This design comes from an exercise in tuning for small area on the open sky130 flow, not from production work. Only simulation tests tie the RTL to the original design; equivalence was not proved. Power figures rest on the tool's default switching activity, not on a simulated workload.

<file path="design.v">
package clock_face_pkg;
  typedef logic [9:0]          coord_t;   
  typedef logic [5:0]          tick_t;    
  typedef logic signed [17:0]  trig_t;    
  typedef logic [23:0]         rgb_t;     
  typedef struct packed {
    logic [4:0] hour;     
    logic [5:0] minute;
    logic [5:0] second;
  } clock_time_t;
  typedef struct packed {
    coord_t x;
    coord_t y;
  } pixel_pos_t;
  typedef struct packed {
    logic hsync;     
    logic vsync;     
    logic visible;   
  } sync_t;
  typedef struct packed {
    coord_t x;       
    coord_t y;
    coord_t len;     
    coord_t wid;     
  } hand_geom_t;
  typedef enum logic [1:0] {HAND_SECOND, HAND_MINUTE, HAND_HOUR} hand_id_t;
  localparam int SECOND_X = 270, SECOND_Y = 238, SECOND_LEN = 200, SECOND_WID = 4;
  localparam int MINUTE_X = 280, MINUTE_Y = 237, MINUTE_LEN = 200, MINUTE_WID = 6;
  localparam int HOUR_X   = 280, HOUR_Y   = 236, HOUR_LEN   = 150, HOUR_WID   = 8;
endpackage
module vga_timing (
  input  logic       vgaclk,
  input  logic       rst_n,
  output logic [9:0] hc,
  output logic [9:0] vc,        
  output logic       hsync_n,
  output logic       vsync_n,
  output logic       visible
);
  logic late;
  logic hvis, vvis;
  always_ff @(posedge vgaclk or negedge rst_n)
  begin
    if (!rst_n)
    begin
      hc <= 10'd582;              
      vc <= 10'(-277);            
    end
    else
    begin
      hc <= (hc == 10'd799) ? 10'd0 : hc + 10'd1;
      if (hc == 10'd479)
        vc <= (vc == 10'd247) ? 10'(-277) : vc + 10'd1;
    end
  end
  always_comb
  begin
    late    = (hc >= 10'd480) && (hc < 10'd584);
    hsync_n = !((hc >= 10'd592) && (hc < 10'd688));
    if (late)
      vsync_n = !((vc == 10'(-274)) || (vc == 10'(-273)));
    else
      vsync_n = !((vc == 10'(-275)) || (vc == 10'(-274)));
    hvis    = (hc >= 10'd736) || (hc < 10'd576);
    if (late)
      vvis = ($signed(vc) >= -10'sd239) && ($signed(vc) <= 10'sd240);
    else
      vvis = ($signed(vc) >= -10'sd240) && ($signed(vc) <= 10'sd239);
    visible = hvis && vvis;
  end
endmodule
module hand_angle (
  input  logic        vgaclk,
  input  logic [16:0] now,         
  input  logic        sample,
  output logic [5:0]  tick_second,
  output logic [5:0]  tick_minute,
  output logic [5:0]  tick_hour
);
  logic [16:0] now_q;
  logic [5:0]  hour5;
  logic [2:0]  min12;
  function automatic logic [5:0] hour_base(input logic [4:0] h);
    case (h)
      5'd0,  5'd12: hour_base = 6'd0;
      5'd1,  5'd13: hour_base = 6'd5;
      5'd2,  5'd14: hour_base = 6'd10;
      5'd3,  5'd15: hour_base = 6'd15;
      5'd4,  5'd16: hour_base = 6'd20;
      5'd5,  5'd17: hour_base = 6'd25;
      5'd6,  5'd18: hour_base = 6'd30;
      5'd7,  5'd19: hour_base = 6'd35;
      5'd8,  5'd20: hour_base = 6'd40;
      5'd9,  5'd21: hour_base = 6'd45;
      5'd10, 5'd22: hour_base = 6'd50;
      default:      hour_base = 6'd55;
    endcase
  endfunction
  always_ff @(posedge vgaclk)
    if (sample)
      now_q <= now;
  always_comb
  begin
    hour5       = hour_base(now_q[16:12]);
    min12       = (now_q[11:6] >= 6'd48) ? 3'd4 :
                  (now_q[11:6] >= 6'd36) ? 3'd3 :
                  (now_q[11:6] >= 6'd24) ? 3'd2 :
                  (now_q[11:6] >= 6'd12) ? 3'd1 : 3'd0;
    tick_second = now_q[5:0];
    tick_minute = now_q[11:6];
    tick_hour   = hour5 + 6'(min12);
  end
endmodule
module hand_raster (
  input  logic       vgaclk,
  input  logic [9:0] hc,
  input  logic [7:0] ady,       
  input  logic       dyneg,     
  input  logic [5:0] tick_second,
  input  logic [5:0] tick_minute,
  input  logic [5:0] tick_hour,
  output logic       hit_second,
  output logic       hit_minute,
  output logic       hit_hour
);
  function automatic logic [16:0] quarter_sin(input logic [3:0] k);
    case (k)
      4'd0:  quarter_sin = 17'd0;
      4'd1:  quarter_sin = 17'd6850;
      4'd2:  quarter_sin = 17'd13626;
      4'd3:  quarter_sin = 17'd20252;
      4'd4:  quarter_sin = 17'd26656;
      4'd5:  quarter_sin = 17'd32768;
      4'd6:  quarter_sin = 17'd38521;
      4'd7:  quarter_sin = 17'd43852;
      4'd8:  quarter_sin = 17'd48702;
      4'd9:  quarter_sin = 17'd53020;
      4'd10: quarter_sin = 17'd56756;
      4'd11: quarter_sin = 17'd59870;
      4'd12: quarter_sin = 17'd62329;
      4'd13: quarter_sin = 17'd64104;
      4'd14: quarter_sin = 17'd65177;
      default: quarter_sin = 17'd65536;
    endcase
  endfunction
  function automatic logic [4:0] fold(input logic [5:0] t, input logic q);
    case ({q, t})
      7'd0: fold = {1'b0, 4'd0};
      7'd1: fold = {1'b0, 4'd1};
      7'd2: fold = {1'b0, 4'd2};
      7'd3: fold = {1'b0, 4'd3};
      7'd4: fold = {1'b0, 4'd4};
      7'd5: fold = {1'b0, 4'd5};
      7'd6: fold = {1'b0, 4'd6};
      7'd7: fold = {1'b0, 4'd7};
      7'd8: fold = {1'b0, 4'd8};
      7'd9: fold = {1'b0, 4'd9};
      7'd10: fold = {1'b0, 4'd10};
      7'd11: fold = {1'b0, 4'd11};
      7'd12: fold = {1'b0, 4'd12};
      7'd13: fold = {1'b0, 4'd13};
      7'd14: fold = {1'b0, 4'd14};
      7'd15: fold = {1'b0, 4'd15};
      7'd16: fold = {1'b0, 4'd14};
      7'd17: fold = {1'b0, 4'd13};
      7'd18: fold = {1'b0, 4'd12};
      7'd19: fold = {1'b0, 4'd11};
      7'd20: fold = {1'b0, 4'd10};
      7'd21: fold = {1'b0, 4'd9};
      7'd22: fold = {1'b0, 4'd8};
      7'd23: fold = {1'b0, 4'd7};
      7'd24: fold = {1'b0, 4'd6};
      7'd25: fold = {1'b0, 4'd5};
      7'd26: fold = {1'b0, 4'd4};
      7'd27: fold = {1'b0, 4'd3};
      7'd28: fold = {1'b0, 4'd2};
      7'd29: fold = {1'b0, 4'd1};
      7'd30: fold = {1'b0, 4'd0};
      7'd31: fold = {1'b1, 4'd1};
      7'd32: fold = {1'b1, 4'd2};
      7'd33: fold = {1'b1, 4'd3};
      7'd34: fold = {1'b1, 4'd4};
      7'd35: fold = {1'b1, 4'd5};
      7'd36: fold = {1'b1, 4'd6};
      7'd37: fold = {1'b1, 4'd7};
      7'd38: fold = {1'b1, 4'd8};
      7'd39: fold = {1'b1, 4'd9};
      7'd40: fold = {1'b1, 4'd10};
      7'd41: fold = {1'b1, 4'd11};
      7'd42: fold = {1'b1, 4'd12};
      7'd43: fold = {1'b1, 4'd13};
      7'd44: fold = {1'b1, 4'd14};
      7'd45: fold = {1'b1, 4'd15};
      7'd46: fold = {1'b1, 4'd14};
      7'd47: fold = {1'b1, 4'd13};
      7'd48: fold = {1'b1, 4'd12};
      7'd49: fold = {1'b1, 4'd11};
      7'd50: fold = {1'b1, 4'd10};
      7'd51: fold = {1'b1, 4'd9};
      7'd52: fold = {1'b1, 4'd8};
      7'd53: fold = {1'b1, 4'd7};
      7'd54: fold = {1'b1, 4'd6};
      7'd55: fold = {1'b1, 4'd5};
      7'd56: fold = {1'b1, 4'd4};
      7'd57: fold = {1'b1, 4'd3};
      7'd58: fold = {1'b1, 4'd2};
      7'd59: fold = {1'b1, 4'd1};
      7'd64: fold = {1'b0, 4'd15};
      7'd65: fold = {1'b0, 4'd14};
      7'd66: fold = {1'b0, 4'd13};
      7'd67: fold = {1'b0, 4'd12};
      7'd68: fold = {1'b0, 4'd11};
      7'd69: fold = {1'b0, 4'd10};
      7'd70: fold = {1'b0, 4'd9};
      7'd71: fold = {1'b0, 4'd8};
      7'd72: fold = {1'b0, 4'd7};
      7'd73: fold = {1'b0, 4'd6};
      7'd74: fold = {1'b0, 4'd5};
      7'd75: fold = {1'b0, 4'd4};
      7'd76: fold = {1'b0, 4'd3};
      7'd77: fold = {1'b0, 4'd2};
      7'd78: fold = {1'b0, 4'd1};
      7'd79: fold = {1'b0, 4'd0};
      7'd80: fold = {1'b1, 4'd1};
      7'd81: fold = {1'b1, 4'd2};
      7'd82: fold = {1'b1, 4'd3};
      7'd83: fold = {1'b1, 4'd4};
      7'd84: fold = {1'b1, 4'd5};
      7'd85: fold = {1'b1, 4'd6};
      7'd86: fold = {1'b1, 4'd7};
      7'd87: fold = {1'b1, 4'd8};
      7'd88: fold = {1'b1, 4'd9};
      7'd89: fold = {1'b1, 4'd10};
      7'd90: fold = {1'b1, 4'd11};
      7'd91: fold = {1'b1, 4'd12};
      7'd92: fold = {1'b1, 4'd13};
      7'd93: fold = {1'b1, 4'd14};
      7'd94: fold = {1'b1, 4'd15};
      7'd95: fold = {1'b1, 4'd14};
      7'd96: fold = {1'b1, 4'd13};
      7'd97: fold = {1'b1, 4'd12};
      7'd98: fold = {1'b1, 4'd11};
      7'd99: fold = {1'b1, 4'd10};
      7'd100: fold = {1'b1, 4'd9};
      7'd101: fold = {1'b1, 4'd8};
      7'd102: fold = {1'b1, 4'd7};
      7'd103: fold = {1'b1, 4'd6};
      7'd104: fold = {1'b1, 4'd5};
      7'd105: fold = {1'b1, 4'd4};
      7'd106: fold = {1'b1, 4'd3};
      7'd107: fold = {1'b1, 4'd2};
      7'd108: fold = {1'b1, 4'd1};
      7'd109: fold = {1'b0, 4'd0};
      7'd110: fold = {1'b0, 4'd1};
      7'd111: fold = {1'b0, 4'd2};
      7'd112: fold = {1'b0, 4'd3};
      7'd113: fold = {1'b0, 4'd4};
      7'd114: fold = {1'b0, 4'd5};
      7'd115: fold = {1'b0, 4'd6};
      7'd116: fold = {1'b0, 4'd7};
      7'd117: fold = {1'b0, 4'd8};
      7'd118: fold = {1'b0, 4'd9};
      7'd119: fold = {1'b0, 4'd10};
      7'd120: fold = {1'b0, 4'd11};
      7'd121: fold = {1'b0, 4'd12};
      7'd122: fold = {1'b0, 4'd13};
      7'd123: fold = {1'b0, 4'd14};
      default: fold = 5'd0;
    endcase
  endfunction
  function automatic logic gt9(input logic [8:0] a, input logic [8:0] b);
    logic g;
    g = 1'b0;
    for (int i = 0; i < 9; i++)
      g = (a[i] & ~b[i]) | ((a[i] | ~b[i]) & g);
    gt9 = g;
  endfunction
  function automatic logic [17:0] add18(input logic [17:0] a, input logic [17:0] b, input logic ci);
    logic c;
    c = ci;
    for (int i = 0; i < 18; i++)
    begin
      add18[i] = a[i] ^ b[i] ^ c;
      c        = (a[i] & b[i]) | (a[i] & c) | (b[i] & c);
    end
  endfunction
  logic [4:0]  sl, st;
  logic        active, axis_x, which_x2;
  logic [1:0]  hand;            
  logic [5:0]  tick;
  logic        use_o;
  logic [4:0]  fk;
  logic [16:0] mag;
  logic        o_neg, a_nonneg;
  logic        dybit;
  logic [7:0]  kmag;
  logic [16:0] op_mag;
  logic        op_neg;
  logic        clr, right, div_step;
  logic [26:0] a_in;
  logic [17:0] sum_hi;
  logic [26:0] sum;
  logic        qbit;
  logic [26:0] r;               
  logic        negf;            
  logic [8:0]  res, resx;
  logic        is_lower, wr, we_lo, we_hi, sh_lo, sh_hi;
  logic [8:0]  lo0, lo1, lo2, hi0, hi1, hi2;
  always_comb
  begin
    sl = hc[9:5];
    st = hc[4:0];
    active = (sl >= 5'd15) || (sl <= 5'd1);
    case (sl)
      5'd15:   {hand, axis_x, which_x2} = {2'd0, 1'b1, 1'b0};
      5'd16:   {hand, axis_x, which_x2} = {2'd0, 1'b1, 1'b1};
      5'd17:   {hand, axis_x, which_x2} = {2'd0, 1'b0, 1'b0};
      5'd18:   {hand, axis_x, which_x2} = {2'd0, 1'b0, 1'b1};
      5'd19:   {hand, axis_x, which_x2} = {2'd1, 1'b1, 1'b0};
      5'd20:   {hand, axis_x, which_x2} = {2'd1, 1'b1, 1'b1};
      5'd21:   {hand, axis_x, which_x2} = {2'd1, 1'b0, 1'b0};
      5'd22:   {hand, axis_x, which_x2} = {2'd1, 1'b0, 1'b1};
      5'd23:   {hand, axis_x, which_x2} = {2'd2, 1'b1, 1'b0};
      5'd24:   {hand, axis_x, which_x2} = {2'd2, 1'b1, 1'b1};
      5'd0:    {hand, axis_x, which_x2} = {2'd2, 1'b0, 1'b0};
      default: {hand, axis_x, which_x2} = {2'd2, 1'b0, 1'b1};
    endcase
    case (hand)
      2'd0:    tick = tick_hour;
      2'd1:    tick = tick_minute;
      default: tick = tick_second;
    endcase
    use_o    = (st <= 5'd7);
    fk       = fold(tick, !(axis_x ^ use_o));
    mag      = quarter_sin(fk[3:0]);
    o_neg    = fk[4] ^ axis_x;
    a_nonneg = !fk[4];
    case ({hand, axis_x, which_x2})
      4'b0010: kmag = 8'd111;    
      4'b0011: kmag = 8'd40;
      4'b0000: kmag = 8'd5;      
      4'b0001: kmag = 8'd4;
      4'b0110: kmag = 8'd161;    
      4'b0111: kmag = 8'd40;
      4'b0100: kmag = 8'd4;      
      4'b0101: kmag = 8'd3;
      4'b1010: kmag = 8'd151;    
      4'b1011: kmag = 8'd50;
      4'b1000: kmag = 8'd3;      
      default: kmag = 8'd2;
    endcase
    dybit    = ady[st[2:0]];
    clr      = (st == 5'd0);
    div_step = (st >= 5'd11);
    right    = (st <= 5'd8) || (st == 5'd10);
    if (st <= 5'd7)
    begin
      op_mag = dybit ? mag : 17'd0;
      op_neg = dybit & (o_neg ^ dyneg);
    end
    else if (st == 5'd8)
    begin
      op_mag = mag;
      op_neg = 1'b0;
    end
    else if (st == 5'd9)
    begin
      op_mag = {2'd0, kmag, 7'd0};
      op_neg = !which_x2;
    end
    else if (st == 5'd10)
    begin
      op_mag = 17'd0;
      op_neg = 1'b0;
    end
    else
    begin
      op_mag = mag;
      op_neg = (st == 5'd11) | r[0];
    end
    a_in   = clr ? 27'd0 : r;
    sum_hi = add18(a_in[26:9], {1'b0, op_mag} ^ {18{op_neg}}, op_neg);
    sum    = {sum_hi, a_in[8:0]};
    qbit   = div_step & !sum[26];
  end
  always_ff @(posedge vgaclk)
  begin
    if (right)
      r <= {sum[26], sum[26:1]};
    else
      r <= {sum[25:0], qbit};
    if (st == 5'd11)
      negf <= r[26];
  end
  always_comb
  begin
    res      = negf ? 9'd0 : (r[9] ? 9'h1ff : r[8:0]);
    resx     = res ^ {9{a_nonneg}};
    is_lower = a_nonneg ? which_x2 : !which_x2;
    wr       = active && (st == 5'd21);
    we_lo    = wr && is_lower && (axis_x || gt9(resx, lo0));
    we_hi    = wr && !is_lower && (axis_x || gt9(hi0, resx));
    sh_lo    = wr && is_lower && axis_x;
    sh_hi    = wr && !is_lower && axis_x;
  end
  always_ff @(posedge vgaclk)
  begin
    if (we_lo) lo0 <= resx;
    if (sh_lo) begin lo1 <= lo0; lo2 <= lo1; end
    if (we_hi) hi0 <= resx;
    if (sh_hi) begin hi1 <= hi0; hi2 <= hi1; end
  end
  always_comb
  begin
    hit_hour   = !active && gt9(hc[8:0], lo2) && !gt9(hc[8:0], hi2);
    hit_minute = !active && gt9(hc[8:0], lo1) && !gt9(hc[8:0], hi1);
    hit_second = !active && gt9(hc[8:0], lo0) && !gt9(hc[8:0], hi0);
  end
endmodule
module face_composer (
  input  logic        hsync_n,
  input  logic        vsync_n,
  input  logic        visible,
  input  logic [9:0]  hc,
  input  logic [7:0]  ady,       
  input  logic        hit_second,
  input  logic        hit_minute,
  input  logic        hit_hour,
  output logic        hsync,
  output logic        vsync,
  output logic        sync_b,
  output logic [23:0] rgb
);
  logic [7:0] r;
  logic       off;
  logic [7:0] m;
  logic       dial;
  logic       red, green, blue;
  function automatic logic [7:0] dial_run(input logic [7:0] a);
    case (a)
      8'd0: dial_run = 8'd199;
      8'd1: dial_run = 8'd199;
      8'd2: dial_run = 8'd199;
      8'd3: dial_run = 8'd199;
      8'd4: dial_run = 8'd199;
      8'd5: dial_run = 8'd199;
      8'd6: dial_run = 8'd199;
      8'd7: dial_run = 8'd199;
      8'd8: dial_run = 8'd199;
      8'd9: dial_run = 8'd199;
      8'd10: dial_run = 8'd199;
      8'd11: dial_run = 8'd199;
      8'd12: dial_run = 8'd199;
      8'd13: dial_run = 8'd199;
      8'd14: dial_run = 8'd199;
      8'd15: dial_run = 8'd199;
      8'd16: dial_run = 8'd199;
      8'd17: dial_run = 8'd199;
      8'd18: dial_run = 8'd199;
      8'd19: dial_run = 8'd199;
      8'd20: dial_run = 8'd198;
      8'd21: dial_run = 8'd198;
      8'd22: dial_run = 8'd198;
      8'd23: dial_run = 8'd198;
      8'd24: dial_run = 8'd198;
      8'd25: dial_run = 8'd198;
      8'd26: dial_run = 8'd198;
      8'd27: dial_run = 8'd198;
      8'd28: dial_run = 8'd198;
      8'd29: dial_run = 8'd197;
      8'd30: dial_run = 8'd197;
      8'd31: dial_run = 8'd197;
      8'd32: dial_run = 8'd197;
      8'd33: dial_run = 8'd197;
      8'd34: dial_run = 8'd197;
      8'd35: dial_run = 8'd196;
      8'd36: dial_run = 8'd196;
      8'd37: dial_run = 8'd196;
      8'd38: dial_run = 8'd196;
      8'd39: dial_run = 8'd196;
      8'd40: dial_run = 8'd195;
      8'd41: dial_run = 8'd195;
      8'd42: dial_run = 8'd195;
      8'd43: dial_run = 8'd195;
      8'd44: dial_run = 8'd195;
      8'd45: dial_run = 8'd194;
      8'd46: dial_run = 8'd194;
      8'd47: dial_run = 8'd194;
      8'd48: dial_run = 8'd194;
      8'd49: dial_run = 8'd193;
      8'd50: dial_run = 8'd193;
      8'd51: dial_run = 8'd193;
      8'd52: dial_run = 8'd193;
      8'd53: dial_run = 8'd192;
      8'd54: dial_run = 8'd192;
      8'd55: dial_run = 8'd192;
      8'd56: dial_run = 8'd191;
      8'd57: dial_run = 8'd191;
      8'd58: dial_run = 8'd191;
      8'd59: dial_run = 8'd191;
      8'd60: dial_run = 8'd190;
      8'd61: dial_run = 8'd190;
      8'd62: dial_run = 8'd190;
      8'd63: dial_run = 8'd189;
      8'd64: dial_run = 8'd189;
      8'd65: dial_run = 8'd189;
      8'd66: dial_run = 8'd188;
      8'd67: dial_run = 8'd188;
      8'd68: dial_run = 8'd188;
      8'd69: dial_run = 8'd187;
      8'd70: dial_run = 8'd187;
      8'd71: dial_run = 8'd186;
      8'd72: dial_run = 8'd186;
      8'd73: dial_run = 8'd186;
      8'd74: dial_run = 8'd185;
      8'd75: dial_run = 8'd185;
      8'd76: dial_run = 8'd184;
      8'd77: dial_run = 8'd184;
      8'd78: dial_run = 8'd184;
      8'd79: dial_run = 8'd183;
      8'd80: dial_run = 8'd183;
      8'd81: dial_run = 8'd182;
      8'd82: dial_run = 8'd182;
      8'd83: dial_run = 8'd181;
      8'd84: dial_run = 8'd181;
      8'd85: dial_run = 8'd181;
      8'd86: dial_run = 8'd180;
      8'd87: dial_run = 8'd180;
      8'd88: dial_run = 8'd179;
      8'd89: dial_run = 8'd179;
      8'd90: dial_run = 8'd178;
      8'd91: dial_run = 8'd178;
      8'd92: dial_run = 8'd177;
      8'd93: dial_run = 8'd177;
      8'd94: dial_run = 8'd176;
      8'd95: dial_run = 8'd175;
      8'd96: dial_run = 8'd175;
      8'd97: dial_run = 8'd174;
      8'd98: dial_run = 8'd174;
      8'd99: dial_run = 8'd173;
      8'd100: dial_run = 8'd173;
      8'd101: dial_run = 8'd172;
      8'd102: dial_run = 8'd172;
      8'd103: dial_run = 8'd171;
      8'd104: dial_run = 8'd170;
      8'd105: dial_run = 8'd170;
      8'd106: dial_run = 8'd169;
      8'd107: dial_run = 8'd168;
      8'd108: dial_run = 8'd168;
      8'd109: dial_run = 8'd167;
      8'd110: dial_run = 8'd167;
      8'd111: dial_run = 8'd166;
      8'd112: dial_run = 8'd165;
      8'd113: dial_run = 8'd165;
      8'd114: dial_run = 8'd164;
      8'd115: dial_run = 8'd163;
      8'd116: dial_run = 8'd162;
      8'd117: dial_run = 8'd162;
      8'd118: dial_run = 8'd161;
      8'd119: dial_run = 8'd160;
      8'd120: dial_run = 8'd159;
      8'd121: dial_run = 8'd159;
      8'd122: dial_run = 8'd158;
      8'd123: dial_run = 8'd157;
      8'd124: dial_run = 8'd156;
      8'd125: dial_run = 8'd156;
      8'd126: dial_run = 8'd155;
      8'd127: dial_run = 8'd154;
      8'd128: dial_run = 8'd153;
      8'd129: dial_run = 8'd152;
      8'd130: dial_run = 8'd151;
      8'd131: dial_run = 8'd151;
      8'd132: dial_run = 8'd150;
      8'd133: dial_run = 8'd149;
      8'd134: dial_run = 8'd148;
      8'd135: dial_run = 8'd147;
      8'd136: dial_run = 8'd146;
      8'd137: dial_run = 8'd145;
      8'd138: dial_run = 8'd144;
      8'd139: dial_run = 8'd143;
      8'd140: dial_run = 8'd142;
      8'd141: dial_run = 8'd141;
      8'd142: dial_run = 8'd140;
      8'd143: dial_run = 8'd139;
      8'd144: dial_run = 8'd138;
      8'd145: dial_run = 8'd137;
      8'd146: dial_run = 8'd136;
      8'd147: dial_run = 8'd135;
      8'd148: dial_run = 8'd134;
      8'd149: dial_run = 8'd133;
      8'd150: dial_run = 8'd132;
      8'd151: dial_run = 8'd131;
      8'd152: dial_run = 8'd129;
      8'd153: dial_run = 8'd128;
      8'd154: dial_run = 8'd127;
      8'd155: dial_run = 8'd126;
      8'd156: dial_run = 8'd125;
      8'd157: dial_run = 8'd123;
      8'd158: dial_run = 8'd122;
      8'd159: dial_run = 8'd121;
      8'd160: dial_run = 8'd119;
      8'd161: dial_run = 8'd118;
      8'd162: dial_run = 8'd117;
      8'd163: dial_run = 8'd115;
      8'd164: dial_run = 8'd114;
      8'd165: dial_run = 8'd113;
      8'd166: dial_run = 8'd111;
      8'd167: dial_run = 8'd110;
      8'd168: dial_run = 8'd108;
      8'd169: dial_run = 8'd106;
      8'd170: dial_run = 8'd105;
      8'd171: dial_run = 8'd103;
      8'd172: dial_run = 8'd102;
      8'd173: dial_run = 8'd100;
      8'd174: dial_run = 8'd98;
      8'd175: dial_run = 8'd96;
      8'd176: dial_run = 8'd94;
      8'd177: dial_run = 8'd93;
      8'd178: dial_run = 8'd91;
      8'd179: dial_run = 8'd89;
      8'd180: dial_run = 8'd87;
      8'd181: dial_run = 8'd85;
      8'd182: dial_run = 8'd82;
      8'd183: dial_run = 8'd80;
      8'd184: dial_run = 8'd78;
      8'd185: dial_run = 8'd75;
      8'd186: dial_run = 8'd73;
      8'd187: dial_run = 8'd70;
      8'd188: dial_run = 8'd68;
      8'd189: dial_run = 8'd65;
      8'd190: dial_run = 8'd62;
      8'd191: dial_run = 8'd59;
      8'd192: dial_run = 8'd55;
      8'd193: dial_run = 8'd52;
      8'd194: dial_run = 8'd48;
      8'd195: dial_run = 8'd44;
      8'd196: dial_run = 8'd39;
      8'd197: dial_run = 8'd34;
      8'd198: dial_run = 8'd28;
      8'd199: dial_run = 8'd19;
      default: dial_run = 8'd0;
    endcase
  endfunction
  function automatic logic cmp8(input logic [7:0] a, input logic [7:0] b, input logic ge);
    logic g;
    g = ge;
    for (int i = 0; i < 8; i++)
      g = (a[i] & ~b[i]) | ((a[i] | ~b[i]) & g);
    cmp8 = g;
  endfunction
  always_comb
  begin
    r    = dial_run(ady);
    off  = (ady >= 8'd200);
    m    = hc[8] ? hc[7:0] : ~hc[7:0];
    dial = !hc[9] && !off && cmp8(r, m, hc[8]);
    red   = visible && (hit_second || (!hit_minute && !hit_hour && dial));
    green = visible && !hit_second && !hit_minute && (hit_hour || dial);
    blue  = visible && !hit_second && (hit_minute || (!hit_hour && dial));
    hsync  = hsync_n;
    vsync  = vsync_n;
    sync_b = hsync_n | vsync_n;
    rgb    = {{8{red}}, {8{green}}, {8{blue}}};
  end
endmodule
module clock_face_top (
  input  logic        vgaclk,
  input  logic        rst_n,
  input  logic [16:0] now,      
  output logic        hsync,
  output logic        vsync,
  output logic        sync_b,
  output logic [23:0] rgb       
);
  logic [9:0] hc, vc;
  logic [7:0] ady;
  logic       hsync_n, vsync_n, visible;
  logic [5:0] tick_second, tick_minute, tick_hour;
  logic       hit_second, hit_minute, hit_hour;
  vga_timing i_vga_timing (
    .vgaclk  (vgaclk),
    .rst_n   (rst_n),
    .hc      (hc),
    .vc      (vc),
    .hsync_n (hsync_n),
    .vsync_n (vsync_n),
    .visible (visible)
  );
  assign ady = vc[9] ? 8'(-vc) : vc[7:0];
  hand_angle i_hand_angle (
    .vgaclk      (vgaclk),
    .now         (now),
    .sample      (!vsync_n),
    .tick_second (tick_second),
    .tick_minute (tick_minute),
    .tick_hour   (tick_hour)
  );
  hand_raster i_hand_raster (
    .vgaclk      (vgaclk),
    .hc          (hc),
    .ady         (ady),
    .dyneg       (vc[9]),
    .tick_second (tick_second),
    .tick_minute (tick_minute),
    .tick_hour   (tick_hour),
    .hit_second  (hit_second),
    .hit_minute  (hit_minute),
    .hit_hour    (hit_hour)
  );
  face_composer i_face_composer (
    .hsync_n    (hsync_n),
    .vsync_n    (vsync_n),
    .visible    (visible),
    .hc         (hc),
    .ady        (ady),
    .hit_second (hit_second),
    .hit_minute (hit_minute),
    .hit_hour   (hit_hour),
    .hsync      (hsync),
    .vsync      (vsync),
    .sync_b     (sync_b),
    .rgb        (rgb)
  );
endmodule
</file>
<file path="run.sh">
#!/bin/bash
# synth_recipe.tcl (not shown) runs the flow's synth.tcl, then flattens the netlist and writes it again
# the make line also repeats each setting of config.mk as NAME=value (left out here)
make -C /OpenROAD-flow-scripts/flow DESIGN_CONFIG=/design/flow/config.mk WORK_HOME=/design/flow/orfs CLKGATE_MAP_FILE= SYNTH_SCRIPT=/design/flow/synth_recipe.tcl finish
</file>
<file path="config.mk">
export PLATFORM = sky130hd
export DESIGN_NAME = clock_face_top
export DESIGN_NICKNAME = clock_face_top
export VERILOG_FILES = /design/flow/design.v
export SDC_FILE = /design/flow/constraint.sdc
export NUM_CORES = 4
export LEC_CHECK = 0
export ABC_AREA = 1
export CAP_MARGIN = 20
export CORE_MARGIN = 2
export CORE_UTILIZATION = 62
export CTS_BUF_LIST = sky130_fd_sc_hd__clkbuf_16
export CTS_CLUSTER_DIAMETER = 20
export CTS_CLUSTER_SIZE = 4
export SLEW_MARGIN = 20
</file>
<file path="constraint.sdc">
create_clock -name core_clock -period 39.7 [get_ports {vgaclk}]
set_input_delay 7.9400 -clock core_clock [delete_from_list [all_inputs] [get_ports {vgaclk}]]
set_output_delay 7.9400 -clock core_clock [all_outputs]
set_load 0.01 [all_outputs]
</file>
==> results of run 1 <==
==> logic make-up after synthesis <==
logic type | Yosys count | synth area share [%]
and+or+nand+nor | 743 | 29.80
AOI/OAI and AO/OA | 253 | 14.43
muxes | 1 | 0.09584
xor gates and xnor gates | 36 | 3.450
buffers and inverters | 278 | 11.26
DFF | 125 | 31.95
adders and majority gates | 65 | 9.008
==> final cells by class <==
| class | instances | area, sq um | area share, % |
|---|---|---|---|
| flip-flops and latches | 125 | 3337 | 29.23 |
| clock inverters | 15 | 170.2 | 1.491 |
| repair buffers | 52 | 503.0 | 4.406 |
| clock buffers | 17 | 425.4 | 3.727 |
| inverters | 205 | 772.0 | 6.763 |
| well taps | 220 | 275.3 | 2.411 |
| multi-input cells | 1098 | 5932 | 51.97 |
==> synthesized netlist by cell type (17+ instances only) <==
cell,count
inv_1,188
nand2_1,455
buf_4,27
o21ai_0,86
dfxtp_1,33
ha_1,48
edfxtp_1,72
nor2_1,106
nand3_1,121
clkbuf_1,32
nor3_1,18
a21oi_1,63
o22ai_1,25
fa_1,17
xor2_1,24
==> per-layer routing <==
| metal | vias up | global-route usage [%] | wire (um) |
|---|---|---|---|
| met3 | 41 | 4.195 | 1513 |
| li1 | 4900 | - | - |
| met4 | 0 | 9.634 | 501 |
| met5 | - | 0 | 0 |
| met1 | 4540 | 39.68 | 11380 |
| met2 | 371 | 49.12 | 11990 |
==> power by group through the flow <==
stage / Clock [uW] / Sequential [uW] / Combinational, uW
6_report: 154 / 136 / 2.27
5_1_grt: 160 / 136 / 2.54
4_1_cts: 155 / 136 / 2.31
3_5_place_dp: 0 / 139 / 2.31
3_3_place_gp: 0 / 139 / 2.26
2_1_floorplan: 0 / 139 / 0.0532
==> through the flow <==
step                      utilization [%]  area [sq um]  hold WS, ps  std cells  worst slack (ps)
after detailed placement            65.47         10820        420.2       1700             26940
after CTS                           69.08         11410        436.4       1732             26470
after global routing                69.08         11410        453.1       1732             25880
after global placement              65.47         10820        414.6       1700             27150
after floorplan                         -         10450        408.6       1501             28230
final                               69.08         11410        432.9       1732             26440
==> state kept, by name (all words and copies together) (netlist names) <==
name                flops
i_hand_raster.negf      1
i_hand_angle.hour5      6
i_hand_raster.lo0       9
i_hand_raster.hi1       9
i_hand_raster.hi0       9
i_vga_timing.vc        10
i_hand_angle.now_q     17
i_hand_raster.hi2       9
i_hand_raster.lo1       9
i_hand_raster.lo2       9
i_vga_timing.hc        10
i_hand_raster.r        27
==> worst max-delay path, cell delays in order (launching register included) <==
cell             delay (ps)
dfstp_2                 640
inv_1                   200
ha_1                    310
inv_1                   140
nand2_1                  60
nand2_1                 220
nand2_1                 430
inv_1                   280
ha_1                    220
inv_1                    60
a21oi_1                 220
nand2_1                  80
nand3_1                  70
nand2_1                  60
o21ai_0                 220
nand2_1                  80
nand2_1                  60
nand2_1                  50
inv_1                    50
nand2_1                  50
nand2_1                  50
nand2_1                  50
nand2_1                  50
nand2_1                  40
nand2_1                  90
nand3_1                  70
a21oi_1                 390
clkdlybuf4s50_1         640
==> path summary, 6_finish.rpt <==
kind | endpoint | slack (ps) | cells after the start
max | rgb[20] | 26440 | 27
min | i_hand_raster.negf$_DFFE_PP_ | 430 | 0
max reg2reg | i_hand_raster.r[25]$_DFF_P_ | 28020 | 42
min reg2reg | i_hand_raster.negf$_DFFE_PP_ | 430 | 0
max in group asynchronous | i_vga_timing.hc[3]$_DFF_PN0_ | 31070 | 1
min in group asynchronous | i_vga_timing.vc[2]$_DFFE_PN0N_ | 8030 | 1
==> impl_summary.txt, run 1 <==
----------------------------------------------------
[Status]
  Outcome ... finished clean

[Worst setup path]
  Data required time of the critical path ... 31,760 ps
  Data arrival time of the critical path ... 5320 ps
  Critical Path Start ... i_vga_timing.vc[0]$_DFFE_PN1N_
  Startpoint type of the worst setup path ... flip-flop
  Kind of capture point of the worst setup path ... primary output
  Crit Path Class ... flip-flop to primary output
  Critical-path maximum fanout ... 20
  R2r startpoint ... i_vga_timing.hc[5]$_DFF_PN0_

[Synth]
  Post-synth top area cell ... edfxtp_1
  Number of standard cells after synthesis ... 1,501
  Syn_nets ... around 1,600
  Seq/Total Area, Yosys ... roughly a third
  Top post-synthesis cells by area ... edfxtp_1 (21%), nand2_1 (16%), inv_1 (6.8%)
  Count of flip-flops with a built-in enable after synthesis ... just over 70
  Count of state elements after synthesis ... roughly 130
  Portion of synthesized cell area occupied by the leading cell type ... 20.70%
  Post-Synthesis Mean Instance Area ... about 7.0 sq um
  Synth warn ... 4
  Cell variety after synth ... 62
  Primary flip-flop cell chosen by synthesis mapping ... edfxtp_1
  Share of synthesized flip-flops with an asynchronous set or reset ... between 15 and 20%
  Mapped Area ... about 10,000 sq um

[Clock tree]
  Later-pin clock latency in the skew report ... 430 ps
  Clock transition time at the flip-flop clock pins of the worst setup and hold paths ... 70 ps
  Setup Fix Bufs, Post-CTS ... 0
  # hold bufs at CTS ... 0
  Clock Root Buffer ... clkbuf_16
  TritonCTS clock tree ... yes
  Number of CTS-inserted buffers ... 17
  Clock sink count ... between 100 and 150
  Deepest clock path buffer count ... 2
  CTS resizes ... 0
  H-tree levels ... 4

[Power and ir drop]
  Overall power of the completed layout ... approximately 290 uW
  Total internal power ... 221.9 uW
  Fraction of power spent switching nets ... around a quarter
  Net load switching power ... between 70 and 80 uW
  Share of power burned in combinational logic ... less than 1%
  Pleak ... 0.005381 uW
  Largest voltage drop on the vdd net ... about 0.000031 V
  Clock power share ... between 50% and 60%
  Total power divided by cell area ... roughly 26 nW/um^2
  Sequential share of power ... ~47%

[GRT]
  Maximum number of pins on one net before global-route repair ... 35
  Vias in the first global route ... a little over 9,000
  Number of antenna violations at the first check in global routing ... 0
  Global route overflow ... 0
  Wire length of the first global-routing pass ... approximately 43,000 um
  Total Routing Usage GR ... 29.42%

[Finish]
  Ant. Diodes ... 0
  Leading cell type in the layout, fill and taps excluded ... nand2_1
  Most used cells in the layout excluding fill and tap cells ... nand2_1 (455), inv_1 (188), nand3_1 (121), nor2_1 (106), o21ai_0 (86)
  Area Overhead vs Synth ... 9.284%
  # nets final ... 1,583
  Share of final-layout standard cells stronger than drive strength 1 ... 6.481%
  Fillers ... 1,428

[STA]
  Final hold viol count ... 0
  Clock tree skew after final layout ... approximately 13 ps
  Setup_tns ... 0 ps
  Transition time of the tightest slew-check pin ... roughly 1000 ps
  Tcrit/Tclk final ... about a third
  Unrepaired setup endpoints after global routing ... no
  Fin crit period ... ~13,000 ps
  Achievable clock frequency ... between 70 and 80 MHz
  Worst rel slew slack ... about a third
  Count of final max-slew check failures ... 0
  Final Setup Violations ... 0

[Detailed routing]
  Total via count after detailed routing ... slightly below 10,000
  Routed wire length ... about 25,000 um
  Routed wire length per instance ... roughly 15 um
  Remaining antenna violation count after routing ... 0
  Post-detailed-route DRC marker count ... 0
  Vias/cell ... 5.688
  Iteration-0 DRC count of the detailed router ... between 900 and 1,000
  Length of the first detailed-routing pass in iterations ... 8

[Place]
  Number of I/O port buffers ... 45
  RePlAce Congestion ... between 0.9 and 1
  HPWL after DPL ... 18,760 um

[Min path]
  Hold path startpoint ... i_hand_raster.r[26]$_DFF_P_
  Hold/Removal Path Class ... flip-flop to flip-flop

[Floorplan]
  Chip height ... 133.8 um
  Site row count ... 47
  I/O Pins ... 46
  Starting utilization of the core area ... around 63%
  Die Outline Area ... about 18,000 sq um
  Core ar. ... approximately 17,000 sq um
  Floorplan die width ... ~130 um

[Job]
  Number of max-cap violations ... 0

----------------------------------------------------
==> run 2, diff against run 1 <==
--- a/config.mk
+++ b/config.mk
@@ -8,8 +8,8 @@
 export ABC_AREA = 1
-export CAP_MARGIN = 20
+export CAP_MARGIN = 0
 export CORE_MARGIN = 2
 export CORE_UTILIZATION = 62
-export CTS_BUF_LIST = sky130_fd_sc_hd__clkbuf_16
-export CTS_CLUSTER_DIAMETER = 20
-export CTS_CLUSTER_SIZE = 4
-export SLEW_MARGIN = 20
+export CTS_BUF_LIST = sky130_fd_sc_hd__clkbuf_4 sky130_fd_sc_hd__clkbuf_8
+export CTS_CLUSTER_DIAMETER = 60
+export CTS_CLUSTER_SIZE = 20
+export SLEW_MARGIN = 0
==> impl_summary.txt, run 2 <==
----------------------------------------------------
[Clock tree]
  Setup Fix Bufs, Post-CTS ... 0
  Clock transition time at the flip-flop clock pins of the worst setup and hold paths ... 100 ps
  CTS resizes ... 0
  Clock Root Buffer ... clkbuf_8
  TritonCTS clock tree ... yes
  Number of CTS-inserted buffers ... 17
  Later-pin clock latency in the skew report ... approximately 470 ps
  H-tree levels ... 4
  # hold bufs at CTS ... 0
  Deepest clock path buffer count ... 2
  Clock sink count ... between 100 and 150

[STA]
  Worst hold slack ... roughly 440 ps
  Final Worst Setup Slack ... 26,400 ps
  Worst rel slew slack ... a little over a third
  Final Setup Violations ... 0
  Transition time of the tightest slew-check pin ... ~1000 ps
  Fin crit period ... ~13,000 ps
  Achievable clock frequency ... roughly 75 MHz
  Setup_tns ... 0 ps
  Unrepaired setup endpoints after global routing ... no
  Final hold viol count ... 0
  Count of final max-slew check failures ... 0
  Clock tree skew after final layout ... 19.36 ps
  Tcrit/Tclk final ... 33.49%

[Place]
  RePlAce Congestion ... 0.9693
  HPWL after DPL ... 18,760 um
  Pre-CTS setup slack ... 26,940 ps
  Number of I/O port buffers ... 45

[Finish]
  Multi-input gate area ... 5932 sq um
  Biggest register ... i_hand_raster.r
  Most used cells in the layout excluding fill and tap cells ... nand2_1 (455), inv_1 (188), nand3_1 (121), nor2_1 (106), o21ai_0 (86)
  Ant. Diodes ... 0
  Share of final-layout standard cells stronger than drive strength 1 ... around 6.5%
  Area Overhead vs Synth ... 7.451%
  Max FFs per register ... 27
  Largest registers ranked by flip-flop count ... i_hand_raster.r x27, i_hand_angle.now_q x17
  Sequential cell area in the final layout ... about 3300 sq um
  # nets final ... 1,583
  Leading cell type in the layout, fill and taps excluded ... nand2_1
  Fillers ... about 1,500

[Synth]
  Count of state elements after synthesis ... ~130
  Primary flip-flop cell chosen by synthesis mapping ... edfxtp_1
  Post-synth top area cell ... edfxtp_1
  Top post-synthesis cells by count ... nand2_1 (455), inv_1 (188), nand3_1 (121)
  Number of standard cells after synthesis ... ~1,500
  Top post-synthesis cells by area ... edfxtp_1 (21%), nand2_1 (16%), inv_1 (6.8%)
  Count of flip-flops with a built-in enable after synthesis ... around 70
  Syn_nets ... 1,585
  Cell variety after synth ... 62
  Mapped Area ... 10,450 sq um
  Portion of synthesized cell area occupied by the leading cell type ... about a fifth
  Seq/Total Area, Yosys ... about a third
  Synth warn ... 4
  Count leader, synth ... nand2_1
  Post-Synthesis Mean Instance Area ... 6.959 sq um
  Share of synthesized flip-flops with an asynchronous set or reset ... 16.00%

[Worst setup path]
  Data arrival time of the critical path ... ~5400 ps
  Kind of capture point of the worst setup path ... primary output
  Startpoint type of the worst setup path ... flip-flop
  Data required time of the critical path ... about 32,000 ps
  Crit Path Class ... flip-flop to primary output
  Critical-path maximum fanout ... 20

[Floorplan]
  I/O Pins ... 46
  Floorplan die width ... about 130 um
  Site row count ... 47
  Starting utilization of the core area ... around 63%
  Die Outline Area ... between 15,000 and 20,000 sq um
  Chip height ... around 130 um
  Core ar. ... around 17,000 sq um

[Min path]
  Hold/Removal Path Class ... flip-flop to flip-flop

[Detailed routing]
  Remaining antenna violation count after routing ... 0
  Routed wire length ... between 20,000 and 30,000 um
  Length of the first detailed-routing pass in iterations ... 5
  Iteration-0 DRC count of the detailed router ... 1,034
  Vias/cell ... 5.661
  Post-detailed-route DRC marker count ... 0
  Total via count after detailed routing ... between 9,000 and 10,000
  Routed wire length per instance ... about 15 um

[GRT]
  Global route overflow ... 0
  Vias in the first global route ... between 8,000 and 9,000
  Number of antenna violations at the first check in global routing ... 0
  Maximum number of pins on one net before global-route repair ... 35
  Total Routing Usage GR ... about 29%
  Wire length of the first global-routing pass ... 42,260 um

[Power and ir drop]
  Pleak ... approximately 0.0053 uW
  Total power divided by cell area ... roughly 22 nW/um^2
  Largest voltage drop on the vdd net ... ~0.000023 V

[Status]
  Outcome ... finished clean

[Job]
  Number of max-cap violations ... 0

----------------------------------------------------
## run 2: cell counts after synthesis
No cell type changed its count.
## run 2: kinds of logic after synthesis
kind of cell | count (synthesis) | share of synthesized area, %
AOI/OAI and AO/OA | 253 | 14.43
xor gates and xnor gates | 36 | 3.450
adders and majority gates | 65 | 9.008
buffers and inverters | 278 | 11.26
DFF | 125 | 31.95
muxes | 1 | 0.09584
and+or+nand+nor | 743 | 29.80
## run 2: path summary, 6_finish.rpt
kind	from	to	slack [ps]	depth (start not counted)
setup / recovery	i_vga_timing.vc[0]$_DFFE_PN1N_	rgb[20]	26400	27
hold / removal	i_hand_raster.r[26]$_DFF_P_	i_hand_raster.negf$_DFFE_PP_	440	0
setup reg to reg	i_vga_timing.hc[5]$_DFF_PN0_	i_hand_raster.r[25]$_DFF_P_	28090	42
hold reg to reg	i_hand_raster.r[26]$_DFF_P_	i_hand_raster.negf$_DFFE_PP_	440	0
max in group asynchronous	rst_n	i_vga_timing.hc[5]$_DFF_PN0_	31090	1
min in group asynchronous	rst_n	i_vga_timing.vc[2]$_DFFE_PN0N_	8000	1
## run 2: cell type report
cell class                 count  share of cell area (%)
timing repair buffer          52                   4.482
clock buffer                  17                   2.085
multi-input combinational   1098                   52.85
sequential                   125                   29.73
tap                          220                   2.453
inverter                     205                   6.878
clock inverter                15                   1.516
## run 2: per-layer routing
metal | routed length, um | GRT usage (%) | vias up
li1 | - | - | 4896
met1 | 11350 | 39.78 | 4517
met2 | 11870 | 47.92 | 352
met3 | 1573 | 4.233 | 40
met4 | 387 | 7.801 | 0
met5 | 0 | 0 | -
## run 2: per-stage QoR
| step | util [%] | cell area, sq um | power [uW] | cells |
|---|---|---|---|---|
| after detailed placement | 65.47 | 10820 | 141.2 | 1700 |
| after global routing | 67.92 | 11220 | 256.1 | 1732 |
| after floorplan | - | 10450 | 138.9 | 1501 |
| after global placement | 65.47 | 10820 | 141.1 | 1700 |
| final | 67.92 | 11220 | 250.0 | 1732 |
| after CTS | 67.92 | 11220 | 251.4 | 1732 |
## run 2: power by group
group | internal (uW) | switching [uW] | total, uW
clock | 47.5 | 64.2 | 112
sequential | 136 | 0 | 136
combinational | 1.55 | 0.723 | 2.28
total | 185 | 65.0 | 250
## run 2: critical path, stage by stage (launching register included)
cell and delay [ps]:
dfstp_2 650, inv_1 200, ha_1 310, inv_1 140, nand2_1 70, nand2_1 220
nand2_1 430, inv_1 280, ha_1 220, inv_1 60, a21oi_1 220, nand2_1 80
nand3_1 70, nand2_1 60, o21ai_0 220, nand2_1 80, nand2_1 60, nand2_1 50
inv_1 50, nand2_1 50, nand2_1 50, nand2_1 50, nand2_1 50, nand2_1 40
nand2_1 90, nand3_1 70, a21oi_1 390, clkdlybuf4s50_1 640
==> run 3, diff against run 2 <==
--- a/design.v
+++ b/design.v
@@ -145,127 +145,2 @@
   endfunction
-  function automatic logic [4:0] fold(input logic [5:0] t, input logic q);
-    case ({q, t})
-      7'd0: fold = {1'b0, 4'd0};
-      7'd1: fold = {1'b0, 4'd1};
-      7'd2: fold = {1'b0, 4'd2};
-      7'd3: fold = {1'b0, 4'd3};
-      7'd4: fold = {1'b0, 4'd4};
-      7'd5: fold = {1'b0, 4'd5};
-      7'd6: fold = {1'b0, 4'd6};
-      7'd7: fold = {1'b0, 4'd7};
-      7'd8: fold = {1'b0, 4'd8};
-      7'd9: fold = {1'b0, 4'd9};
-      7'd10: fold = {1'b0, 4'd10};
-      7'd11: fold = {1'b0, 4'd11};
-      7'd12: fold = {1'b0, 4'd12};
-      7'd13: fold = {1'b0, 4'd13};
-      7'd14: fold = {1'b0, 4'd14};
-      7'd15: fold = {1'b0, 4'd15};
-      7'd16: fold = {1'b0, 4'd14};
-      7'd17: fold = {1'b0, 4'd13};
-      7'd18: fold = {1'b0, 4'd12};
-      7'd19: fold = {1'b0, 4'd11};
-      7'd20: fold = {1'b0, 4'd10};
-      7'd21: fold = {1'b0, 4'd9};
-      7'd22: fold = {1'b0, 4'd8};
-      7'd23: fold = {1'b0, 4'd7};
-      7'd24: fold = {1'b0, 4'd6};
-      7'd25: fold = {1'b0, 4'd5};
-      7'd26: fold = {1'b0, 4'd4};
-      7'd27: fold = {1'b0, 4'd3};
-      7'd28: fold = {1'b0, 4'd2};
-      7'd29: fold = {1'b0, 4'd1};
-      7'd30: fold = {1'b0, 4'd0};
-      7'd31: fold = {1'b1, 4'd1};
-      7'd32: fold = {1'b1, 4'd2};
-      7'd33: fold = {1'b1, 4'd3};
-      7'd34: fold = {1'b1, 4'd4};
-      7'd35: fold = {1'b1, 4'd5};
-      7'd36: fold = {1'b1, 4'd6};
-      7'd37: fold = {1'b1, 4'd7};
-      7'd38: fold = {1'b1, 4'd8};
-      7'd39: fold = {1'b1, 4'd9};
-      7'd40: fold = {1'b1, 4'd10};
-      7'd41: fold = {1'b1, 4'd11};
-      7'd42: fold = {1'b1, 4'd12};
-      7'd43: fold = {1'b1, 4'd13};
-      7'd44: fold = {1'b1, 4'd14};
-      7'd45: fold = {1'b1, 4'd15};
-      7'd46: fold = {1'b1, 4'd14};
-      7'd47: fold = {1'b1, 4'd13};
-      7'd48: fold = {1'b1, 4'd12};
-      7'd49: fold = {1'b1, 4'd11};
-      7'd50: fold = {1'b1, 4'd10};
-      7'd51: fold = {1'b1, 4'd9};
-      7'd52: fold = {1'b1, 4'd8};
-      7'd53: fold = {1'b1, 4'd7};
-      7'd54: fold = {1'b1, 4'd6};
-      7'd55: fold = {1'b1, 4'd5};
-      7'd56: fold = {1'b1, 4'd4};
-      7'd57: fold = {1'b1, 4'd3};
-      7'd58: fold = {1'b1, 4'd2};
-      7'd59: fold = {1'b1, 4'd1};
-      7'd64: fold = {1'b0, 4'd15};
-      7'd65: fold = {1'b0, 4'd14};
-      7'd66: fold = {1'b0, 4'd13};
-      7'd67: fold = {1'b0, 4'd12};
-      7'd68: fold = {1'b0, 4'd11};
-      7'd69: fold = {1'b0, 4'd10};
-      7'd70: fold = {1'b0, 4'd9};
-      7'd71: fold = {1'b0, 4'd8};
-      7'd72: fold = {1'b0, 4'd7};
-      7'd73: fold = {1'b0, 4'd6};
-      7'd74: fold = {1'b0, 4'd5};
-      7'd75: fold = {1'b0, 4'd4};
-      7'd76: fold = {1'b0, 4'd3};
-      7'd77: fold = {1'b0, 4'd2};
-      7'd78: fold = {1'b0, 4'd1};
-      7'd79: fold = {1'b0, 4'd0};
-      7'd80: fold = {1'b1, 4'd1};
-      7'd81: fold = {1'b1, 4'd2};
-      7'd82: fold = {1'b1, 4'd3};
-      7'd83: fold = {1'b1, 4'd4};
-      7'd84: fold = {1'b1, 4'd5};
-      7'd85: fold = {1'b1, 4'd6};
-      7'd86: fold = {1'b1, 4'd7};
-      7'd87: fold = {1'b1, 4'd8};
-      7'd88: fold = {1'b1, 4'd9};
-      7'd89: fold = {1'b1, 4'd10};
-      7'd90: fold = {1'b1, 4'd11};
-      7'd91: fold = {1'b1, 4'd12};
-      7'd92: fold = {1'b1, 4'd13};
-      7'd93: fold = {1'b1, 4'd14};
-      7'd94: fold = {1'b1, 4'd15};
-      7'd95: fold = {1'b1, 4'd14};
-      7'd96: fold = {1'b1, 4'd13};
-      7'd97: fold = {1'b1, 4'd12};
-      7'd98: fold = {1'b1, 4'd11};
-      7'd99: fold = {1'b1, 4'd10};
-      7'd100: fold = {1'b1, 4'd9};
-      7'd101: fold = {1'b1, 4'd8};
-      7'd102: fold = {1'b1, 4'd7};
-      7'd103: fold = {1'b1, 4'd6};
-      7'd104: fold = {1'b1, 4'd5};
-      7'd105: fold = {1'b1, 4'd4};
-      7'd106: fold = {1'b1, 4'd3};
-      7'd107: fold = {1'b1, 4'd2};
-      7'd108: fold = {1'b1, 4'd1};
-      7'd109: fold = {1'b0, 4'd0};
-      7'd110: fold = {1'b0, 4'd1};
-      7'd111: fold = {1'b0, 4'd2};
-      7'd112: fold = {1'b0, 4'd3};
-      7'd113: fold = {1'b0, 4'd4};
-      7'd114: fold = {1'b0, 4'd5};
-      7'd115: fold = {1'b0, 4'd6};
-      7'd116: fold = {1'b0, 4'd7};
-      7'd117: fold = {1'b0, 4'd8};
-      7'd118: fold = {1'b0, 4'd9};
-      7'd119: fold = {1'b0, 4'd10};
-      7'd120: fold = {1'b0, 4'd11};
-      7'd121: fold = {1'b0, 4'd12};
-      7'd122: fold = {1'b0, 4'd13};
-      7'd123: fold = {1'b0, 4'd14};
-      default: fold = 5'd0;
-    endcase
-  endfunction
   function automatic logic gt9(input logic [8:0] a, input logic [8:0] b);
@@ -291,3 +166,6 @@
   logic        use_o;
-  logic [4:0]  fk;
+  logic        use15, kneg;
+  logic [1:0]  quad;
+  logic [3:0]  place;
+  logic [3:0]  k;
   logic [16:0] mag;
@@ -332,7 +210,12 @@
     endcase
+    quad     = (tick >= 6'd45) ? 2'd3 : (tick >= 6'd30) ? 2'd2 :
+               (tick >= 6'd15) ? 2'd1 : 2'd0;
+    place    = tick[3:0] + 4'(quad);
     use_o    = (st <= 5'd7);
-    fk       = fold(tick, !(axis_x ^ use_o));
-    mag      = quarter_sin(fk[3:0]);
-    o_neg    = fk[4] ^ axis_x;
-    a_nonneg = !fk[4];
+    use15    = !(axis_x ^ use_o);
+    kneg     = quad[1] ^ (quad[0] & use15);
+    k        = place ^ {4{quad[0] ^ use15}};
+    mag      = quarter_sin(k);
+    o_neg    = kneg ^ axis_x;
+    a_nonneg = !kneg;
     case ({hand, axis_x, which_x2})
==> impl_summary.txt, run 3 <==
----------------------------------------------------
[Detailed routing]
  Vias/cell ... roughly 5.7
  Routed wire length ... between 20,000 and 25,000 um
  Post-detailed-route DRC marker count ... 0
  Remaining antenna violation count after routing ... 0
  Length of the first detailed-routing pass in iterations ... 5
  Routed wire length per instance ... about 15 um
  Iteration-0 DRC count of the detailed router ... 812
  Total via count after detailed routing ... 8,912

[Clock tree]
  Clock sink count ... 125
  Clock transition time at the flip-flop clock pins of the worst setup and hold paths ... 80 ps
  CTS resizes ... 0
  Setup Fix Bufs, Post-CTS ... 0
  Later-pin clock latency in the skew report ... 440 ps
  # hold bufs at CTS ... 0
  H-tree levels ... 4
  Clock Root Buffer ... clkbuf_8
  Number of CTS-inserted buffers ... 17
  TritonCTS clock tree ... yes
  Deepest clock path buffer count ... 2

[Worst setup path]
  Master of the slowest instance on the critical path ... clkdlybuf4s50_1
  Kind of cell with the highest combined delay on the critical path ... simple AND/OR/NAND/NOR gates
  Most common cell on crit path ... nand2_1
  Kind of capture point of the worst setup path ... primary output
  Data arrival time of the critical path ... 5230 ps
  Data required time of the critical path ... about 32,000 ps
  Critical-path maximum fanout ... 23
  Largest stage delay on the critical path ... 630 ps
  Crit Path Class ... flip-flop to primary output
  WP buf/inv ... 3
  Crit path cell chain ... inv_1 -> ha_1 -> nand2_1 -> nand3_1 -> nand2_1 -> clkinv_1 -> o21ai_1 -> o21ai_0 -> o221ai_1 -> nand2_1 -> or2_2 -> nand3_1 -> nand2_1 -> nand2_1 -> nand3_1 -> a21oi_1 -> clkdlybuf4s50_1
  Startpoint type of the worst setup path ... flip-flop

[Synth]
  Post-synth top area cell ... edfxtp_1
  Count of state elements after synthesis ... about 130
  Post-Synthesis Mean Instance Area ... roughly 7.4 sq um
  Count leader, synth ... nand2_1
  Portion of synthesized cell area occupied by the leading cell type ... 22.11%
  Synth warn ... 4
  Mapped Area ... around 9800 sq um
  Syn_nets ... between 1,000 and 1,500
  Cell variety after synth ... 58
  Top post-synthesis cells by count ... nand2_1 (319), inv_1 (153), nand3_1 (107)
  Number of standard cells after synthesis ... 1,328
  Share of synthesized flip-flops with an asynchronous set or reset ... approximately 16%
  Count of flip-flops with a built-in enable after synthesis ... just over 70
  Top post-synthesis cells by area ... edfxtp_1 (22%), nand2_1 (12%), dfxtp_1 (6.8%)
  Primary flip-flop cell chosen by synthesis mapping ... edfxtp_1
  Seq/Total Area, Yosys ... 34.13%

[Power and ir drop]
  Pleak ... roughly 0.0047 uW
  Total power divided by cell area ... between 20 and 25 nW/um^2
  Largest voltage drop on the vdd net ... roughly 0.000022 V

[Place]
  Number of I/O port buffers ... 45
  HPWL after DPL ... roughly 17,000 um
  RePlAce Congestion ... 0.9431
  Pre-CTS setup slack ... 27,010 ps

[Floorplan]
  Starting utilization of the core area ... a little under two thirds
  Core ar. ... between 15,000 and 20,000 sq um
  Site row count ... 45
  Die Outline Area ... between 15,000 and 20,000 sq um
  I/O Pins ... 46
  Chip height ... about 130 um
  Floorplan die width ... roughly 130 um

[STA]
  Transition time of the tightest slew-check pin ... about 1100 ps
  Final Setup Violations ... 0
  Tcrit/Tclk final ... between 30% and 40%
  Count of final max-slew check failures ... 0
  Fin crit period ... between 10,000 and 15,000 ps
  Clock tree skew after final layout ... 17.85 ps
  Achievable clock frequency ... approximately 76 MHz
  Unrepaired setup endpoints after global routing ... no
  Setup_tns ... 0 ps
  Final Worst Setup Slack ... between 20,000 and 30,000 ps
  Final hold viol count ... 0
  Worst rel slew slack ... about 29%

[GRT]
  Met2 usage ... between 40% and 50%
  Met1 track demand over resource in global routing ... between 40% and 50%
  Vias in the first global route ... 8,197
  Wire length of the first global-routing pass ... 39,190 um
  Number of antenna violations at the first check in global routing ... 0
  Total Routing Usage GR ... between 20 and 30%
  Global route overflow ... 0
  GRT Max-Usage Layer ... met2
  Maximum number of pins on one net before global-route repair ... 55
  Met3 usage in global routing ... approximately 4.1%

[Status]
  Outcome ... finished clean

[Finish]
  Max FFs per register ... 27
  Largest registers ranked by flip-flop count ... i_hand_raster.r x27, i_hand_angle.now_q x17
  Ant. Diodes ... 0
  Area Overhead vs Synth ... 8.650%
  Most used cells in the layout excluding fill and tap cells ... nand2_1 (319), inv_1 (153), nand3_1 (107), nor2_1 (99), o21ai_0 (87)
  Biggest register ... i_hand_raster.r
  Leading cell type in the layout, fill and taps excluded ... nand2_1
  Share of final-layout standard cells stronger than drive strength 1 ... between 7 and 8%
  Fillers ... roughly 1,300
  # nets final ... 1,414

[Min path]
  Hold/Removal Path Class ... flip-flop to flip-flop

[Job]
  Number of max-cap violations ... 0

----------------------------------------------------
==> run 3: changes by cell type after synthesis, moves of 4 or more <==
cell	delta
nand2_1	-136
inv_1	-35
nand3_1	-14
inv_2	+9
xor2_1	+9
a211oi_1	+7
nor2_1	-7
or2_2	+7
or2_1	+6
clkbuf_1	-5
a31oi_1	-4
ha_1	-4
o221ai_1	-4
==> run 3: area by class of cell <==
cell class	instances	area, sq um	share of cell area, %
Clock buffer	17	234.0	2.202
Timing Repair Buffer	52	503.0	4.734
Multi-Input combinational cell	956	5406	50.89
Tap cell	211	264.0	2.485
Sequential cell	125	3337	31.41
Inverter	181	679.4	6.395
Clock inverter	15	200.2	1.884
==> run 3: cells by family after synthesis <==
logic type	synth area share, %
AOI/OAI and AO/OA	15.16
xor gates and xnor gates	4.172
adders and majority gates	9.315
buffers and inverters	10.58
DFF	34.13
muxes	0.1152
and+or+nand+nor	26.53
==> run 3: per-layer routing <==
layer	routed length (um)	part of all wire, %
met2	11060	47
met1	10560	45
met3	1453	6.2
met4	436	1.9
met5	0	0
==> run 3: power breakdown <==
group / internal [uW] / switching [uW]
Sequential: 136 / 0
Combinational: 1.53 / 0.655
Clock: 64.6 / 57.6
==> run 3: worst paths after layout <==
path	startpoint	to	slack, ps	depth (start not counted)
max	i_vga_timing.vc[0]$_DFFE_PN1N_	rgb[21]	26530	17
min reg2reg	i_hand_raster.r[26]$_DFF_P_	i_hand_raster.negf$_DFFE_PP_	440	0
min in group asynchronous	rst_n	i_vga_timing.vc[2]$_DFFE_PN0N_	8010	1
max reg2reg	i_hand_angle.now_q[9]$_DFFE_PN_	i_hand_raster.r[25]$_DFF_P_	27480	47
min	i_hand_raster.r[26]$_DFF_P_	i_hand_raster.negf$_DFFE_PP_	440	0
max in group asynchronous	rst_n	i_vga_timing.hc[7]$_DFF_PN0_	31130	1
==> run 3: per-stage QoR <==
step | area [sq um] | util [%] | power, uW | hold WS [ps] | instances
3_3_place_gp | 10190 | 66.54 | 141.0 | 414.4 | 1525
6_report | 10620 | 69.37 | 260.4 | 444.6 | 1557
3_5_place_dp | 10190 | 66.54 | 141.1 | 422.9 | 1525
4_1_cts | 10620 | 69.37 | 261.7 | 447.5 | 1557
2_1_floorplan | 9778 | - | 138.9 | 408.6 | 1328
5_1_grt | 10620 | 69.37 | 266.9 | 461.0 | 1557
==> run 4, diff against run 3 <==
--- a/design.v
+++ b/design.v
@@ -39,4 +39,7 @@
 );
-  logic late;
-  logic hvis, vvis;
+  logic vsync_q;    
+  logic vvis_q;     
+  logic line_end;
+  logic hvis;
+  assign line_end = (hc == 10'd583);
   always_ff @(posedge vgaclk or negedge rst_n)
@@ -45,4 +48,6 @@
     begin
-      hc <= 10'd582;              
-      vc <= 10'(-277);            
+      hc      <= 10'd582;         
+      vc      <= 10'(-277);       
+      vsync_q <= 1'b0;
+      vvis_q  <= 1'b0;
     end
@@ -53,2 +58,10 @@
         vc <= (vc == 10'd247) ? 10'(-277) : vc + 10'd1;
+      if (line_end && (vc == 10'(-275)))
+        vsync_q <= 1'b1;
+      else if (line_end && (vc == 10'(-273)))
+        vsync_q <= 1'b0;
+      if (line_end && (vc == 10'(-240)))
+        vvis_q <= 1'b1;
+      else if (line_end && (vc == 10'd240))
+        vvis_q <= 1'b0;
     end
@@ -57,14 +70,6 @@
   begin
-    late    = (hc >= 10'd480) && (hc < 10'd584);
     hsync_n = !((hc >= 10'd592) && (hc < 10'd688));
-    if (late)
-      vsync_n = !((vc == 10'(-274)) || (vc == 10'(-273)));
-    else
-      vsync_n = !((vc == 10'(-275)) || (vc == 10'(-274)));
+    vsync_n = !vsync_q;
     hvis    = (hc >= 10'd736) || (hc < 10'd576);
-    if (late)
-      vvis = ($signed(vc) >= -10'sd239) && ($signed(vc) <= 10'sd240);
-    else
-      vvis = ($signed(vc) >= -10'sd240) && ($signed(vc) <= 10'sd239);
-    visible = hvis && vvis;
+    visible = hvis && vvis_q;
   end
==> impl_summary.txt, run 4 <==
----------------------------------------------------
[Floorplan]
  Die Outline Area ... 17,080 sq um
  Core ar. ... roughly 16,000 sq um
  Floorplan die width ... around 130 um
  Chip height ... 130.7 um
  Site row count ... 46

[Worst setup path]
  Data arrival time of the critical path ... around 5000 ps
  R2r worst-path depth ... 48
  Critical-path maximum fanout ... 10
  Endpoint of the most critical register-to-register path ... i_hand_raster.r[26]$_DFF_P_
  Largest stage delay on the critical path ... around 630 ps
  Crit Path Class ... flip-flop to primary output
  Startpoint type of the worst setup path ... flip-flop
  Most common cell on crit path ... nand2_1

[Place]
  HPWL after DPL ... approximately 17,000 um
  Number of I/O port buffers ... 45

[Finish]
  Max FFs per register ... 27
  Final instance count without filler cells ... about 1,600
  Sequential cell area in the final layout ... around 3400 sq um
  Area Overhead vs Synth ... 7.720%
  Multi-input gate area ... 5429 sq um
  Largest registers ranked by flip-flop count ... i_hand_raster.r x27, i_hand_angle.now_q x17
  Biggest register ... i_hand_raster.r
  Leading cell type in the layout, fill and taps excluded ... nand2_1
  # nets final ... roughly 1,400
  Most used cells in the layout excluding fill and tap cells ... nand2_1 (312), inv_1 (182), nand3_1 (101), o21ai_0 (95), nor2_1 (86)

[STA]
  Final Setup Violations ... 0
  Achievable clock frequency ... ~78 MHz
  Final hold viol count ... 0
  Tcrit/Tclk final ... between 30% and 40%
  Setup_tns ... 0 ps
  Fin crit period ... 12,850 ps
  Unrepaired setup endpoints after global routing ... no

[Synth]
  Portion of synthesized cell area occupied by the leading cell type ... roughly 22%
  Top post-synthesis cells by area ... edfxtp_1 (22%), nand2_1 (12%), inv_1 (6.9%)
  Number of standard cells after synthesis ... around 1,300
  Count leader, synth ... nand2_1
  Post-synth top area cell ... edfxtp_1
  Top post-synthesis cells by count ... nand2_1 (312), inv_1 (182), nand3_1 (101)
  Count of state elements after synthesis ... around 130
  Seq/Total Area, Yosys ... about a third
  Count of flip-flops with a built-in enable after synthesis ... 72
  Primary flip-flop cell chosen by synthesis mapping ... edfxtp_1
  Share of synthesized flip-flops with an asynchronous set or reset ... 17.32%
  Mapped Area ... 9951 sq um
  Synth warn ... 4

[Job]
  Number of max-cap violations ... 0

[Min path]
  Hold path startpoint ... i_hand_raster.r[26]$_DFF_P_
  Hold Path Sink ... i_hand_raster.negf$_DFFE_PP_
  Worst Hold Depth ... 0

[GRT]
  Vias in the first global route ... between 8,000 and 9,000
  Total Routing Usage GR ... 28.88%

[Clock tree]
  Clock sink count ... about 130
  Number of CTS-inserted buffers ... 17
  # hold bufs at CTS ... 0
  Clock transition time at the flip-flop clock pins of the worst setup and hold paths ... roughly 90 ps
  H-tree levels ... 4
  Clock Root Buffer ... clkbuf_8
  Setup Fix Bufs, Post-CTS ... 0
  Deepest clock path buffer count ... 2
  CTS resizes ... 0
  Later-pin clock latency in the skew report ... around 460 ps

[Detailed routing]
  Iteration-0 DRC count of the detailed router ... between 600 and 700
  Remaining antenna violation count after routing ... 0
  Routed wire length ... around 23,000 um
  Length of the first detailed-routing pass in iterations ... 5
  Post-detailed-route DRC marker count ... 0
  Total via count after detailed routing ... ~8,800
  Vias/cell ... between 5 and 6

[Power and ir drop]
  Largest voltage drop on the vdd net ... ~0.000017 V
  Total power divided by cell area ... between 20 and 25 nW/um^2

[Status]
  Outcome ... finished clean

----------------------------------------------------
run 4: cell types whose count changed in the layout (fill, tap and decap cells not counted), sizes merged, moves of 6 or more:
cell   previous run  this run
inv             183       204
nor2            103        92
a21oi            61        54
or2              18        12
nor3             18        10
run 4: worst max-delay path: cells and delay by family (launching register included):
kind	cells	cell delay [ps]
AOI/OAI and AO/OA	3	880
adders and majority gates	3	760
buffers and inverters	7	1260
DFF	1	630
and+or+nand+nor	13	930
run 4: final cells by class:
type | instances | share of cell area (%)
clock buffers | 17 | 2.183
clock inverters | 15 | 1.576
inverters | 197 | 6.922
multi-input cells | 933 | 50.65
flip-flops and latches | 127 | 31.60
well taps | 216 | 2.521
repair buffers | 50 | 4.552
run 4: worst max-delay path by stage:
stage                              startpoint  endpoint  slack (ps)  cells past startpoint
2_1_floorplan  i_vga_timing.vc[0]$_DFFE_PN1N_    rgb[0]       28310                     25
6_report       i_vga_timing.vc[0]$_DFFE_PN1N_    rgb[4]       26850                     26
4_1_cts        i_vga_timing.vc[0]$_DFFE_PN1N_    rgb[4]       26840                     26
3_3_place_gp   i_vga_timing.vc[0]$_DFFE_PN1N_    rgb[1]       27440                     21
3_5_place_dp   i_vga_timing.vc[0]$_DFFE_PN1N_    rgb[4]       27340                     21
5_1_grt        i_vga_timing.vc[0]$_DFFE_PN1N_    rgb[2]       26270                     26
run 4: cells by family (layout without fill, tap and decap cells):
group | after synthesis | after routing | share of synthesized area (%)
adder cells (fa/ha/maj) | 62 | 62 | 9.154
XOR/XNOR | 50 | 50 | 5.193
AO/OA/AOI/OAI | 252 | 252 | 14.95
buffers and inverters | 264 | 279 | 11.40
AND/OR/NAND/NOR | 568 | 568 | 25.16
flip-flops | 127 | 127 | 34.04
multiplexers | 1 | 1 | 0.1006
run 4: report_power, final:
group	leakage, uW	switching [uW]	total (uW)	internal [uW]
Clock	0.000202	64.0	117	53.0
Combinational	0.00343	0.710	2.25	1.53
Sequential	0.00118	0	138	138
Total	0.00481	64.7	257	193
run 4: layer usage:
| layer | vias up | global-route usage [%] | share of wire, % |
|---|---|---|---|
| met5 | - | 0 | 0 |
| met4 | 0 | 9.887 | 2.4 |
| met3 | 56 | 5.252 | 5.9 |
| met2 | 328 | 47.98 | 47 |
| met1 | 4076 | 38.31 | 44 |
| li1 | 4380 | - | - |
run 4: through the flow:
| stage | total power (uW) | setup slack (ps) | utilization, % | cell area, sq um | hold slack [ps] |
|---|---|---|---|---|---|
| global placement | 143.2 | 27440 | 65.42 | 10320 | 411.3 |
| floorplan | 140.9 | 28310 | - | 9951 | 408.6 |
| global route | 263.9 | 26270 | 67.97 | 10720 | 432.5 |
| finish | 257.2 | 26850 | 67.97 | 10720 | 426.6 |
| CTS | 258.7 | 26840 | 67.97 | 10720 | 423.7 |
| detailed placement | 143.2 | 27340 | 65.42 | 10320 | 414.6 |

-- re-timing with driven ports --
In the flow no input, the clock included, has a driving cell. The finished layouts below were timed again as built, in two steps. Step 1: set_driving_cell puts a clkbuf_16 on vgaclk and a buf_2 on each other input, an assumption about the parent block. Step 2 also shifts input and output timing later by t, the mid clock arrival at the registers, as if the neighbouring blocks saw the same clock. Three values: ideal, step 1, step 2; two values: the first two.
run | t, ns | setup WS [ns]
run 1 | 0.474 | 26.442 / 26.397 / 26.870
run 2 | 0.494 | 26.403 / 26.364 / 26.858
run 3 | 0.476 | 26.526 / 26.485 / 26.960
run 4 | 0.491 | 26.847 / 26.809 / 27.300
After both steps every run listed still meets setup and hold.
